Context: an optimization exercise on an open-source flow, tuned for small area, a short achievable clock period and few clock cycles. The choices shown serve that exercise and are no tape-out recipe. Only simulation tests tie the RTL to the original design; equivalence was not proved. No activity file was given, so power comes from the tool's default toggle rates.

Design pixel_generator, start of the top module:
module pixel_generator (
    input  logic                       s_axi_lite_aclk,
    input  logic                       axi_resetn,
    input  logic [8-1:0] s_axi_lite_araddr,
    output logic                       s_axi_lite_arready,
    input  logic                       s_axi_lite_arvalid,
    input  logic [8-1:0] s_axi_lite_awaddr,
    output logic                       s_axi_lite_awready,
    input  logic                       s_axi_lite_awvalid,
    input  logic                       s_axi_lite_bready,
    output logic [1:0]                 s_axi_lite_bresp,
    output logic                       s_axi_lite_bvalid,
    output logic [31:0]                s_axi_lite_rdata,
    input  logic                       s_axi_lite_rready,
    output logic [1:0]                 s_axi_lite_rresp,
    output logic                       s_axi_lite_rvalid,
    input  logic [31:0]                s_axi_lite_wdata,
    output logic                       s_axi_lite_wready,
    input  logic                       s_axi_lite_wvalid,
    output logic [5:0]                 img_addr,
    input  logic [7:0]                 img_rdata,
    output logic [31:0]                out_stream_tdata,
    output logic [3:0]                 out_stream_tkeep,
    output logic                       out_stream_tlast,
    output logic [0:0]                 out_stream_tuser,
    output logic                       out_stream_tvalid,
    input  logic                       out_stream_tready
);
    logic        start, frame_en_nxt, busy, done, done_set;
    logic        fw_valid, fw_last;
    logic [7:0]  fw_data;
  ...
Settings: LEC_CHECK=0, ABC_CLOCK_PERIOD_IN_PS=3000, CAP_MARGIN=20, CORE_MARGIN=2, CORE_UTILIZATION=40, CTS_BUF_LIST=sky130_fd_sc_hd__clkbuf_8, SLEW_MARGIN=20; clock period 10.0 ns.
standard.sh (not shown) runs the stock make flow with config.mk's settings and CLKGATE_MAP_FILE= SYNTH_SCRIPT=/design/flow/synth_recipe.tcl, a recipe that flattens the netlist after the stock synthesis.
==> flow/flow/run.sh <==
#!/bin/bash
# Standard layout with a tighter setup repair target; the SDC and clock period are the standard flow's own.
set -uo pipefail
bash standard.sh SETUP_SLACK_MARGIN=6.7 finish > make_finish.log 2>&1
The first run finished with timing, DRC and antenna clean.
Testbench counts at the start, summed over its fixed seeds: cycles 7,088.
Edit:
ABC_CLOCK_PERIOD_IN_PS = 6000   (was 3000)
CORE_UTILIZATION = 55   (was 40)
CTS_BUF_LIST = not set   (was sky130_fd_sc_hd__clkbuf_8)
=>
- The changed run passed the timing, design-rule and antenna checks
- area after synthesis is unchanged
- setup slack gets better by 0.23 ns
- clock skew fell by 0.012 ns
- routed wire length shrinks by 4.1%
- register-to-register slack got worse by 0.02 ns

== build 83 ==
Starting RTL as in the previous note.
==> flow/config.mk <==
export PLATFORM = sky130hd
export DESIGN_NAME = pixel_generator
export DESIGN_NICKNAME = pixel_generator
export VERILOG_FILES = /design/flow/design.v
export SDC_FILE = /design/flow/constraint.sdc
export NUM_CORES = 4
export LEC_CHECK = 0
export ABC_CLOCK_PERIOD_IN_PS = 3000
export CAP_MARGIN = 20
export CORE_MARGIN = 2
export CORE_UTILIZATION = 55
export SLEW_MARGIN = 20
==> flow/constraint.sdc <==
create_clock -name core_clock -period 10.0 [get_ports {s_axi_lite_aclk}]
set_input_delay 2.0000 -clock core_clock [delete_from_list [all_inputs] [get_ports {s_axi_lite_aclk}]]
set_output_delay 2.0000 -clock core_clock [all_outputs]
set_load 0.01 [all_outputs]
==> flow/flow/run.sh <==
#!/bin/bash
# Standard layout with a tighter setup repair target and no dummy loads in the clock tree;
# the SDC and clock period are the standard flow's own.
set -uo pipefail
bash standard.sh SETUP_SLACK_MARGIN=6.7 "CTS_ARGS=-sink_clustering_enable -repair_clock_nets -dont_use_dummy_load" finish > make_finish.log 2>&1
Testbench counts of build 83, summed over its fixed seeds: cycles 7,088.
diff inputs: build 83 => build 55
==> flow/flow/run.sh <==
#!/bin/bash
# Standard layout with a tighter setup repair target; the SDC and clock period are the standard flow's own.
set -uo pipefail
bash standard.sh SETUP_SLACK_MARGIN=6.7 finish > make_finish.log 2>&1
--- a/flow/config.mk
+++ b/flow/config.mk
@@ -9,4 +9,4 @@
 export CAP_MARGIN = 20
 export CORE_MARGIN = 2
-export CORE_UTILIZATION = 55
+export CORE_UTILIZATION = 40
 export SLEW_MARGIN = 20
Notes after the runs:
Build 55: full flow OK, the timing, design-rule and antenna checks passed
Going from build 83 to build 55, minimum setup slack in the final design shrinks by 0.023 ns.
Via count (build 55 over build 83): increase, about 1.2%
In the flow results for build 83 and build 55, the overall routing resource usage is larger on build 83.
Detail-routed via count per cell went down by a little under 10% going from build 83 to build 55.
Diff build 83 -> build 55 | die area | increase of 37%
In build 55, the final cell count came out 399 above the value in build 83.
Cmp build 83 and build 55 / share of the clock period used by the worst path after layout / higher: build 55
Floorplan die height (higher): build 55
out_stream_tdata[11] as the capturing element of the worst setup path was reported by build 55, and out_stream_tdata[17] by build 83.
The following lists how build 84 was set up differently from build 55:
--- a/flow/config.mk
+++ b/flow/config.mk
@@ -9,4 +9,4 @@
 export CAP_MARGIN = 20
 export CORE_MARGIN = 2
-export CORE_UTILIZATION = 40
+export CORE_UTILIZATION = 65
 export SLEW_MARGIN = 20
Notes after the runs:
The sequential share of layout area of build 84 exceeds that of build 55 by 0.68 points. NOTE first-pass GRT wire length build 55->build 84 decreased by a few percent. Lower share of final-layout standard cells stronger than drive strength 1 was reported by build 84, not build 55.
The following lists how build 61 was set up differently from build 84:
==> flow/flow/run.sh <==
#!/bin/bash
# Standard layout with a tighter setup repair target; the SDC and clock period are the standard flow's own.
set -uo pipefail
bash standard.sh SETUP_SLACK_MARGIN=7.0 finish > make_finish.log 2>&1
--- a/flow/config.mk
+++ b/flow/config.mk
@@ -9,4 +9,4 @@
 export CAP_MARGIN = 20
 export CORE_MARGIN = 2
-export CORE_UTILIZATION = 65
+export CORE_UTILIZATION = 40
 export SLEW_MARGIN = 20
Findings:
- Result for build 84 and build 61: all clean
- NOTE die area build 84->build 61 increased by more than half
- Build 84 has lower number of placement rows than build 61.
- Final area went up by a few percent going from build 84 to build 61.
- Of build 84 and build 61, the higher largest net degree at the start of global routing belongs to build 84.
- Re least setup slack across all paths after layout: build 84 and build 61 aren't equal, and the lower value belongs to build 84.
- Build 84 → build 61: relative contribution of sequential cells to total power decreased 1.2 points, fraction of standard cell area that is sequential decreased 2.9 points, total number of vias decreased 159, first-pass GRT wire length increased about 4%.

Another version of the RTL of pixel_generator (not shown whole).
For scale: roughly 2700 cells after synthesis, about 860 flip-flops, roughly 150 I/O pins, ~36000 um^2 of cells after synthesis.
==> flow/config.mk <==
export PLATFORM = sky130hd
export DESIGN_NAME = pixel_generator
export DESIGN_NICKNAME = pixel_generator
export VERILOG_FILES = /design/flow/design.v
export SDC_FILE = /design/flow/constraint.sdc
export NUM_CORES = 4
export LEC_CHECK = 0
export ABC_CLOCK_PERIOD_IN_PS = 3000
export CAP_MARGIN = 20
export CORE_MARGIN = 2
export CORE_UTILIZATION = 55
export SLEW_MARGIN = 20
==> flow/constraint.sdc <==
create_clock -name core_clock -period 10.0 [get_ports {s_axi_lite_aclk}]
set_input_delay 2.0000 -clock core_clock [delete_from_list [all_inputs] [get_ports {s_axi_lite_aclk}]]
set_output_delay 2.0000 -clock core_clock [all_outputs]
set_load 0.01 [all_outputs]
==> flow/flow/run.sh <==
#!/bin/bash
# Standard layout with a tighter setup repair target and no dummy loads in the clock tree;
# the SDC and clock period are the standard flow's own.
set -uo pipefail
bash standard.sh SETUP_SLACK_MARGIN=6.7 "CTS_ARGS=-sink_clustering_enable -repair_clock_nets -dont_use_dummy_load" finish > make_finish.log 2>&1
The first run finished clean.
Testbench counts at the start, summed over its fixed seeds: cycles 7,024.
Change:
- CORE_UTILIZATION: 55 -> 60
The changed run completed without violations. Worst setup slack degrades by 0.012 ns. Synthesized cell count does not change. First-iteration DRC count decreases by roughly a tenth. Design area fell slightly. Clock-buffer cell count went down by 3. Global-route usage climbs by 1.5 points. Worst hold slack improved by 0.020 ns. Total power is lower slightly. Critical path depth does not change. Sequential power is about the same. Area after synthesis is unchanged.
Change:
- CORE_UTILIZATION: 60 -> 50
Maximum frequency hardly moves.
Total power climbs by 1.9%.
Global-route usage drops by 3.3 points.
Sequential power is about the same.
Non-clock buffer count climbs by 7.
Wire length climbs by about 4.5%.
Worst hold slack improves by 0.027 ns.
Final area climbs by about 1%.
Area after synthesis is unchanged.
Die area climbs by 20%.
Final cell count climbs by about 5%.
Change:
==> flow/flow/run.sh (replaced) <==
#!/bin/bash
# Standard layout with a tighter setup repair target and no dummy loads in the clock tree;
# the SDC and clock period are the standard flow's own.
set -uo pipefail
bash standard.sh SETUP_SLACK_MARGIN=6.6 "CTS_ARGS=-sink_clustering_enable -repair_clock_nets -dont_use_dummy_load" finish > make_finish.log 2>&1
- CORE_UTILIZATION: 50 -> 55
Effect: The new run went through all stages and came out clean; cell area is lower by 1.1%; area after synthesis is unchanged; core utilization is higher by 5.3 points.

pixel_generator with an RTL version that a note above also has.
Size: ~2,800 cells after synthesis, roughly 870 flip-flops, ~150 I/O pins, ~37,000 um^2 of cells after synthesis.
export LEC_CHECK = 0
export ABC_CLOCK_PERIOD_IN_PS = 3000
export CAP_MARGIN = 20
export CORE_MARGIN = 2
export CORE_UTILIZATION = 55
export SLEW_MARGIN = 20
create_clock -name core_clock -period 10.0 [get_ports {s_axi_lite_aclk}]
==> flow/flow/run.sh <==
#!/bin/bash
# Standard layout with a tighter setup repair target; the SDC and clock period are the standard flow's own.
set -uo pipefail
bash standard.sh SETUP_SLACK_MARGIN=6.9 finish > make_finish.log 2>&1
Testbench counts at the start, summed over its fixed seeds: cycles 7,088.
Then changed:
==> flow/flow/run.sh (replaced) <==
#!/bin/bash
# Standard layout with a tighter setup repair target; the SDC and clock period are the standard flow's own.
set -uo pipefail
bash standard.sh SETUP_SLACK_MARGIN=7.0 finish > make_finish.log 2>&1
--- a/flow/config.mk
+++ b/flow/config.mk
@@ -10,3 +10,5 @@
 export CORE_MARGIN = 2
-export CORE_UTILIZATION = 55
+export CORE_UTILIZATION = 40
+export CTS_CLUSTER_DIAMETER = 60
+export CTS_CLUSTER_SIZE = 25
 export SLEW_MARGIN = 20
Die area increases by well over a third; setup slack improved by 0.024 ns; global-route usage falls by 5.7 points; routed wire length goes up by a few percent; fmax came out higher slightly; cell area grows by a few percent.
Then changed:
==> flow/flow/run.sh (replaced) <==
#!/bin/bash
# Standard layout with a tighter setup repair target; the SDC and clock period are the standard flow's own.
set -uo pipefail
bash standard.sh SETUP_SLACK_MARGIN=6.7 finish > make_finish.log 2>&1
--- a/flow/config.mk
+++ b/flow/config.mk
@@ -10,5 +10,3 @@
 export CORE_MARGIN = 2
-export CORE_UTILIZATION = 40
-export CTS_CLUSTER_DIAMETER = 60
-export CTS_CLUSTER_SIZE = 25
+export CORE_UTILIZATION = 55
 export SLEW_MARGIN = 20
The new run completed without violations. Setup slack is worse by 0.016 ns. Wire length decreases by 4.8%. Worst hold slack stays flat. Die area decreases by 27%. Cell area decreases by about 6%. Maximum frequency decreases by about 0.5%. Global-route usage increases by 6.1 points. Non-clock buffer count decreases by 136. Total power decreases by about 0.56%. Final cell count decreases by 9.9%. Critical path depth is unchanged.

==> separate check: timing with driven ports <==
How much do the figures lean on ideal ports? The routed layouts below were timed once more, with nothing changed but the port constraints.
Step 1 (the two cells are an assumption about what drives the block):
set clk [get_ports {s_axi_lite_aclk}]
set_driving_cell -lib_cell sky130_fd_sc_hd__clkbuf_16 $clk
set_driving_cell -lib_cell sky130_fd_sc_hd__buf_2 [delete_from_list [all_inputs] $clk]
Step 2 also shifts input and output timing later by t, the mid clock arrival at the registers, as if the neighbouring blocks saw the same clock.
a / b / c = ideal / step 1 / step 2; a / b = the first two.
run | t, ns | slack for setup (ns) | hold slack, ns | worst slew at a driven data input, ns
the first run of note 1 | 0.852 | 6.435 / 6.371 / 5.980 | 0.315 / 0.315 / 0.315 | 0.11
the second run of note 1 | 0.701 | 6.666 / 6.600 / 6.038 | 0.321 / 0.321 / 0.321 | 0.06
build 83 | 0.663 | 6.584 / 6.518 / 6.134 | 0.282 / 0.282 / 0.282 | 0.06
build 55 | 0.712 | 6.561 / 6.498 / 6.076 | 0.321 / 0.321 / 0.321 | 0.11
build 84 | 0.688 | 6.579 / 6.516 / 6.141 | 0.325 / 0.325 / 0.325 | 0.05
build 61 | 0.705 | 6.686 / 6.617 / 6.360 | 0.312 / 0.312 / 0.312 | 0.08
the first run of note 3 | 0.673 | 6.584 / 6.513 / 6.061 | 0.273 / 0.273 / 0.273 | 0.07
the second run of note 3 | 0.653 | 6.572 / 6.510 / 6.047 | 0.293 / 0.293 / 0.293 | 0.06
the third run of note 3 | 0.673 | 6.574 / 6.507 / 6.132 | 0.320 / 0.320 / 0.320 | 0.08
the fourth run of note 3 | 0.671 | 6.575 / 6.510 / 5.985 | 0.269 / 0.269 / 0.269 | 0.07
the first run of note 4 | 0.701 | 6.658 / 6.593 / 6.241 | 0.323 / 0.323 / 0.323 | 0.08
the second run of note 4 | 0.695 | 6.682 / 6.614 / 6.299 | 0.318 / 0.318 / 0.318 | 0.07
the third run of note 4 | 0.701 | 6.666 / 6.600 / 6.038 | 0.321 / 0.321 / 0.321 | 0.06
After both steps setup and hold are still met in every run listed.
